What follows belongs to an exercise in optimizing a design on an open flow for small area, a short achievable clock period and few clock cycles per item; a production flow would make more cautious choices.
The RTL was checked by simulation tests, not by an equivalence proof against the original design.
Power is estimated from default activity; no workload was simulated.

// ws2812_axil_slave
module ws2812_axil_slave #(
    parameter int unsigned C_S_AXI_DATA_WIDTH = 32,
    parameter int unsigned C_S_AXI_ADDR_WIDTH = 9,
    parameter int unsigned C_NUM_PIXELS       = 64
) (
    input  logic                            S_AXI_ACLK,
    input  logic                            S_AXI_ARESETN,
    input  logic [C_S_AXI_ADDR_WIDTH-1:0]   S_AXI_AWADDR,
    input  logic [2:0]                      S_AXI_AWPROT,
    input  logic                            S_AXI_AWVALID,
    output logic                            S_AXI_AWREADY,
    input  logic [C_S_AXI_DATA_WIDTH-1:0]   S_AXI_WDATA,
    input  logic [C_S_AXI_DATA_WIDTH/8-1:0] S_AXI_WSTRB,
    input  logic                            S_AXI_WVALID,
    output logic                            S_AXI_WREADY,
    output logic [1:0]                      S_AXI_BRESP,
    output logic                            S_AXI_BVALID,
    input  logic                            S_AXI_BREADY,
    input  logic [C_S_AXI_ADDR_WIDTH-1:0]   S_AXI_ARADDR,
    input  logic [2:0]                      S_AXI_ARPROT,
    input  logic                            S_AXI_ARVALID,
    output logic                            S_AXI_ARREADY,
    output logic [C_S_AXI_DATA_WIDTH-1:0]   S_AXI_RDATA,
    output logic [1:0]                      S_AXI_RRESP,
    output logic                            S_AXI_RVALID,
    input  logic                            S_AXI_RREADY,
    input  logic [5:0]                      px_addr,
    output logic [23:0]                     px_data,
    input  logic                            tx_busy,
    output logic                            tx_start,
    output logic [7:0]                      tx_len
);
clock: 5.0 ns
lec_check: 0
cap_margin: 20
core_margin: 2
core_utilization: 55
cts_cluster_diameter: 60
cts_cluster_size: 25
setup_slack_margin: 2.5
slew_margin: 20
run.sh (not shown) runs the stock make flow with config.mk's settings and CLKGATE_MAP_FILE= SYNTH_SCRIPT=/design/flow/synth_recipe.tcl, a recipe that flattens the netlist after the stock synthesis.
Testbench counts at the start, summed over its fixed seeds: cycles 4,352, items 5,696.
Edit:
--- a/flow/design.v
+++ b/flow/design.v
@@ -55,110 +55,118 @@
     end
     logic        aw_v, w_v, exec;           
     logic [7:0]  d_lo, d_hi;
     logic        aw_pix, aw_ctrl, aw_err;
     logic [23:0] w_data;
     logic [2:0]  w_strb;
     logic [1:0]  b_cnt;                     
     logic        b_err1;                    
     logic        aw_hs, w_hs, b_pop;
     logic        aw_v_n, w_v_n, exec_n;
     logic [1:0]  b_cnt_n;
     logic [2:0]  aw_slot;
-    logic [7:0]  d_lo_n;
+    logic [7:0]  d_lo_n, d_hi_n;
     logic        aw_pix_n;
+    logic [15:0] tap_en, tap_en_n;          
     assign aw_hs   = S_AXI_AWVALID & S_AXI_AWREADY;
     assign w_hs    = S_AXI_WVALID & S_AXI_WREADY;
     assign b_pop   = S_AXI_BVALID & S_AXI_BREADY;
     assign aw_v_n  = aw_hs | (aw_v & ~exec);
     assign w_v_n   = w_hs | (w_v & ~exec);
     assign b_cnt_n = b_cnt + {1'b0, exec} - {1'b0, b_pop};
     assign aw_slot  = S_AXI_AWADDR[4:2] - rot - 3'd2;
     assign d_lo_n   = aw_hs ? (8'd1 << aw_slot) : {d_lo[0], d_lo[7:1]};
     assign aw_pix_n = aw_hs ? S_AXI_AWADDR[8] : aw_pix;
+    assign d_hi_n   = aw_hs ? (S_AXI_AWADDR[8] ? (8'd1 << S_AXI_AWADDR[7:5]) : 8'd0) : d_hi;
     assign exec_n   = aw_v_n & w_v_n & ~b_cnt_n[1] & (~aw_pix_n | d_lo_n[0] | d_lo_n[4]);
     assign tx_len   = ctrl_len;
+    always_comb begin
+        for (int h = 0; h < 8; h++) begin
+            tap_en_n[2*h]     = exec_n & d_hi_n[h] & d_lo_n[0];
+            tap_en_n[2*h + 1] = exec_n & d_hi_n[h] & d_lo_n[4];
+        end
+    end
     always_ff @(posedge S_AXI_ACLK or negedge S_AXI_ARESETN) begin
         if (!S_AXI_ARESETN) begin
             aw_v          <= 1'b0;
             w_v           <= 1'b0;
             exec          <= 1'b0;
+            tap_en        <= '0;
             b_cnt         <= 2'd0;
             S_AXI_BVALID  <= 1'b0;
             S_AXI_AWREADY <= 1'b1;
             S_AXI_WREADY  <= 1'b1;
             ctrl_len      <= 8'd0;
             tx_start      <= 1'b0;
         end else begin
             aw_v          <= aw_v_n;
             w_v           <= w_v_n;
             exec          <= exec_n;
+            tap_en        <= tap_en_n;
             b_cnt         <= b_cnt_n;
             S_AXI_BVALID  <= b_cnt_n != 2'd0;
             S_AXI_AWREADY <= ~aw_v_n | exec_n;
             S_AXI_WREADY  <= ~w_v_n | exec_n;
             tx_start      <= exec & aw_ctrl & w_strb[0] & w_data[0];
             if (exec && aw_ctrl && w_strb[1])
                 ctrl_len <= w_data[15:8];
         end
     end
     always_ff @(posedge S_AXI_ACLK) begin
         d_lo   <= d_lo_n;
+        d_hi   <= d_hi_n;
         aw_pix <= aw_pix_n;
         if (aw_hs) begin
-            d_hi    <= S_AXI_AWADDR[8] ? (8'd1 << S_AXI_AWADDR[7:5]) : 8'd0;
             aw_ctrl <= is_ctrl(S_AXI_AWADDR);
             aw_err  <= ~S_AXI_AWADDR[8] & ~is_ctrl(S_AXI_AWADDR);
         end
         if (w_hs) begin
             w_data <= S_AXI_WDATA[23:0];
             w_strb <= S_AXI_WSTRB[2:0];
         end
     end
     always_ff @(posedge S_AXI_ACLK) begin
         if (exec && (b_cnt == 2'd0 || (b_cnt == 2'd1 && b_pop)))
             S_AXI_BRESP <= {aw_err, 1'b0};
         else if (b_pop)
             S_AXI_BRESP <= {b_err1, 1'b0};
         if (exec)
             b_err1 <= aw_err;
     end
-    logic [2:0] lane_we;
-    assign lane_we = {3{exec}} & w_strb;
     always_ff @(posedge S_AXI_ACLK) begin
         for (int h = 0; h < 8; h++) begin
             for (int l = 0; l < 8; l++) begin
                 ring[8*h + l] <= ring[8*h + (l + 1) % 8];
                 if (l % 4 == 0) begin
                     for (int b = 0; b < 3; b++) begin
-                        if (lane_we[b] && d_hi[h] && d_lo[l])
+                        if (tap_en[2*h + l/4] && w_strb[b])
                             ring[8*h + l][8*b +: 8] <= w_data[8*b +: 8];
                     end
                 end
             end
         end
     end
     logic [23:0] px_next;
     always_comb begin
         logic [7:0]  lo, hi;
         logic [23:0] g;
         for (int j = 0; j < 8; j++)
             lo[j] = px_addr[2:0] == rl[j];
         hi = 8'd1 << px_addr[5:3];
         px_next = '0;
-        for (int l = 0; l < 8; l++) begin
+        for (int h = 0; h < 8; h++) begin
             g = '0;
-            for (int h = 0; h < 8; h++)
-                g = g | ({24{hi[h]}} & ring[8*h + l]);
-            px_next = px_next | ({24{lo[l]}} & g);
+            for (int l = 0; l < 8; l++)
+                g = g | ({24{lo[l]}} & ring[8*h + l]);
+            px_next = px_next | ({24{hi[h]}} & g);
         end
     end
     always_ff @(posedge S_AXI_ACLK or negedge S_AXI_ARESETN) begin
         if (!S_AXI_ARESETN)
             px_data <= 24'd0;
         else
             px_data <= px_next;
     end
     always_ff @(posedge S_AXI_ACLK or negedge S_AXI_ARESETN) begin
         if (!S_AXI_ARESETN)
             busy_sync <= 2'b00;
         else
- The new run completed with no timing, DRC or antenna violations
- fmax rose by 3.9%
- sequential power fell by about 10%
- synthesized cell count rose by 2.4%
- worst setup slack gets better by 0.10 ns
- wire length rose by 3.7%
- design area fell by 0.43%
- via count rose by 6.3%
- clock skew rose by 0.0057 ns
- worst hold slack gets worse by 0.13 ns
- critical path depth rose by 7
- count of clock-buffer cells in the layout fell by 6
- combinational power fell by 34%
Testbench counts after the change, summed over its fixed seeds: cycles 4,352, items 5,696.


RTL: one of the versions met above, not the one the previous note started from.
For scale: ~4,100 cells after synthesis, about 1,700 flip-flops, ~150 I/O pins, ~0.053 mm^2 of cells after synthesis.
export LEC_CHECK = 0
export CAP_MARGIN = 20
export CORE_MARGIN = 2
export CORE_UTILIZATION = 55
export CTS_CLUSTER_DIAMETER = 70
export CTS_CLUSTER_SIZE = 28
export SETUP_SLACK_MARGIN = 2.7
export SLEW_MARGIN = 20
export TNS_END_PERCENT = 20
create_clock -name core_clock -period 5.0 [get_ports {S_AXI_ACLK}]
standard.sh (not shown) runs the stock make flow with config.mk's settings and CLKGATE_MAP_FILE= SYNTH_SCRIPT=/design/flow/synth_recipe.tcl, a recipe that flattens the netlist after the stock synthesis.
==> flow/flow/run.sh <==
#!/bin/bash
# The standard layout (standard.sh), except that the port buffers that
# global placement inserts are plain sky130_fd_sc_hd__buf_4 cells rather than
# the default pick, a delay cell. Every port still gets its buffer.
set -euo pipefail
bash standard.sh 'BUFFER_PORTS_ARGS=-buffer_cell sky130_fd_sc_hd__buf_4' finish > standard.log 2>&1
Testbench counts at the start, summed over its fixed seeds: cycles 4,352, items 5,696.
==> next run, changes <==
--- a/flow/design.v
+++ b/flow/design.v
@@ -34,94 +34,89 @@
     logic [7:0]  ctrl_len;
     logic [1:0]  busy_sync;
     logic [23:0] ring [NPX];             
     logic [2:0]  rot;                    
     logic [2:0]  rl [8];                 
     function automatic logic is_ctrl(input logic [8:0] a);
         is_ctrl = a[8:2] == 7'd0;
     endfunction
     function automatic logic is_stat(input logic [8:0] a);
         is_stat = a[8:2] == 7'd1;
     endfunction
-    always_ff @(posedge S_AXI_ACLK or negedge S_AXI_ARESETN) begin
-        if (!S_AXI_ARESETN) begin
-            rot <= 3'd0;
-            for (int j = 0; j < 8; j++)
-                rl[j] <= 3'(j);
-        end else begin
-            rot <= rot + 3'd1;
-            for (int j = 0; j < 8; j++)
-                rl[j] <= rl[j] + 3'd1;
-        end
-    end
+    always_ff @(posedge S_AXI_ACLK) begin
+        for (int j = 0; j < 8; j++)
+            rl[j] <= S_AXI_ARESETN ? rl[j] + 3'd1 : 3'(j);
+    end
+    assign rot = rl[0];
     logic        aw_v, w_v, exec;           
     logic [7:0]  d_lo, d_hi;
     logic        aw_pix, aw_ctrl, aw_err;
     logic [23:0] w_data;
     logic [2:0]  w_strb;
     logic [1:0]  b_cnt;                     
     logic        b_err1;                    
     logic        aw_hs, w_hs, b_pop;
     logic        aw_v_n, w_v_n, exec_n;
     logic [1:0]  b_cnt_n;
     logic [2:0]  aw_slot;
     logic [7:0]  d_lo_n, d_hi_n;
     logic        aw_pix_n;
-    logic [15:0] tap_en, tap_en_n;          
+    logic [2:0]  w_strb_n;
+    logic [47:0] tap_en, tap_en_n;          
     assign aw_hs   = S_AXI_AWVALID & S_AXI_AWREADY;
     assign w_hs    = S_AXI_WVALID & S_AXI_WREADY;
     assign b_pop   = S_AXI_BVALID & S_AXI_BREADY;
     assign aw_v_n  = aw_hs | (aw_v & ~exec);
     assign w_v_n   = w_hs | (w_v & ~exec);
     assign b_cnt_n = b_cnt + {1'b0, exec} - {1'b0, b_pop};
     assign aw_slot  = S_AXI_AWADDR[4:2] - rot - 3'd2;
     assign d_lo_n   = aw_hs ? (8'd1 << aw_slot) : {d_lo[0], d_lo[7:1]};
     assign aw_pix_n = aw_hs ? S_AXI_AWADDR[8] : aw_pix;
     assign d_hi_n   = aw_hs ? (S_AXI_AWADDR[8] ? (8'd1 << S_AXI_AWADDR[7:5]) : 8'd0) : d_hi;
     assign exec_n   = aw_v_n & w_v_n & ~b_cnt_n[1] & (~aw_pix_n | d_lo_n[0] | d_lo_n[4]);
     assign tx_len   = ctrl_len;
+    assign w_strb_n = w_hs ? S_AXI_WSTRB[2:0] : w_strb;
     always_comb begin
         for (int h = 0; h < 8; h++) begin
-            tap_en_n[2*h]     = exec_n & d_hi_n[h] & d_lo_n[0];
-            tap_en_n[2*h + 1] = exec_n & d_hi_n[h] & d_lo_n[4];
+            tap_en_n[6*h +: 3]     = {3{exec_n & d_hi_n[h] & d_lo_n[0]}} & w_strb_n;
+            tap_en_n[6*h + 3 +: 3] = {3{exec_n & d_hi_n[h] & d_lo_n[4]}} & w_strb_n;
         end
     end
     always_ff @(posedge S_AXI_ACLK or negedge S_AXI_ARESETN) begin
         if (!S_AXI_ARESETN) begin
             aw_v          <= 1'b0;
             w_v           <= 1'b0;
             exec          <= 1'b0;
-            tap_en        <= '0;
             b_cnt         <= 2'd0;
             S_AXI_BVALID  <= 1'b0;
             S_AXI_AWREADY <= 1'b1;
             S_AXI_WREADY  <= 1'b1;
             ctrl_len      <= 8'd0;
             tx_start      <= 1'b0;
         end else begin
             aw_v          <= aw_v_n;
             w_v           <= w_v_n;
             exec          <= exec_n;
-            tap_en        <= tap_en_n;
             b_cnt         <= b_cnt_n;
             S_AXI_BVALID  <= b_cnt_n != 2'd0;
             S_AXI_AWREADY <= ~aw_v_n | exec_n;
             S_AXI_WREADY  <= ~w_v_n | exec_n;
             tx_start      <= exec & aw_ctrl & w_strb[0] & w_data[0];
             if (exec && aw_ctrl && w_strb[1])
                 ctrl_len <= w_data[15:8];
         end
     end
     always_ff @(posedge S_AXI_ACLK) begin
         d_lo   <= d_lo_n;
         d_hi   <= d_hi_n;
+        tap_en <= tap_en_n;    
         aw_pix <= aw_pix_n;
         if (aw_hs) begin
             aw_ctrl <= is_ctrl(S_AXI_AWADDR);
             aw_err  <= ~S_AXI_AWADDR[8] & ~is_ctrl(S_AXI_AWADDR);
         end
         if (w_hs) begin
             w_data <= S_AXI_WDATA[23:0];
             w_strb <= S_AXI_WSTRB[2:0];
         end
     end
     always_ff @(posedge S_AXI_ACLK) begin
@@ -130,23 +125,23 @@
         else if (b_pop)
             S_AXI_BRESP <= {b_err1, 1'b0};
         if (exec)
             b_err1 <= aw_err;
     end
     always_ff @(posedge S_AXI_ACLK) begin
         for (int h = 0; h < 8; h++) begin
             for (int l = 0; l < 8; l++) begin
                 ring[8*h + l] <= ring[8*h + (l + 1) % 8];
                 if (l % 4 == 0) begin
                     for (int b = 0; b < 3; b++) begin
-                        if (tap_en[2*h + l/4] && w_strb[b])
+                        if (tap_en[3*(2*h + l/4) + b])
                             ring[8*h + l][8*b +: 8] <= w_data[8*b +: 8];
                     end
                 end
             end
         end
     end
     logic [23:0] px_next;
     always_comb begin
         logic [7:0]  lo, hi;
         logic [23:0] g;
         for (int j = 0; j < 8; j++)
What happened:
- synthesized cell count is higher by 1.5%
- clock-buffer cell count is higher by 2
- combinational power is higher by 46%
- first-iteration DRC count is lower by 16%
- die area is higher by 0.62%
- power is higher by 6.6%
- via count is lower by 6.3%
- maximum frequency is higher by 7.9%
- synthesized area is higher by 0.63%
- setup slack improved by 0.19 ns
Testbench counts after the change, summed over its fixed seeds: cycles 4,352, items 5,696.

## static timing again, ports no longer ideal
In the flow no input, the clock included, has a driving cell. The finished layouts below were timed again as built, in two steps. Step 1 (the two cells are an assumption about what drives the block):
set clk [get_ports {S_AXI_ACLK}]
set_driving_cell -lib_cell sky130_fd_sc_hd__clkbuf_16 $clk
set_driving_cell -lib_cell sky130_fd_sc_hd__buf_2 [delete_from_list [all_inputs] $clk]
Step 2 also shifts input and output timing later by t, the mid clock arrival at the registers, as if the neighbouring blocks saw the same clock. a / b / c = ideal ports / drivers / drivers and shift; a / b = the first two.
run	t, ns	slack for setup (ns)	clock arrival spread, ns
the first run of note 1	0.803	2.301 / 2.301 / 1.498	0.028 / 0.027
the second run of note 1	0.796	2.402 / 2.397 / 1.601	0.035 / 0.036
the first run of note 2	0.772	2.371 / 2.371 / 1.819	0.039 / 0.039
the second run of note 2	0.770	2.563 / 2.484 / 1.842	0.030 / 0.029
After both steps every run listed still meets setup and hold. For the first run of note 1, which loses most, drivers alone change the setup slack by 0.000 ns; drivers and shift together by -0.803 ns.
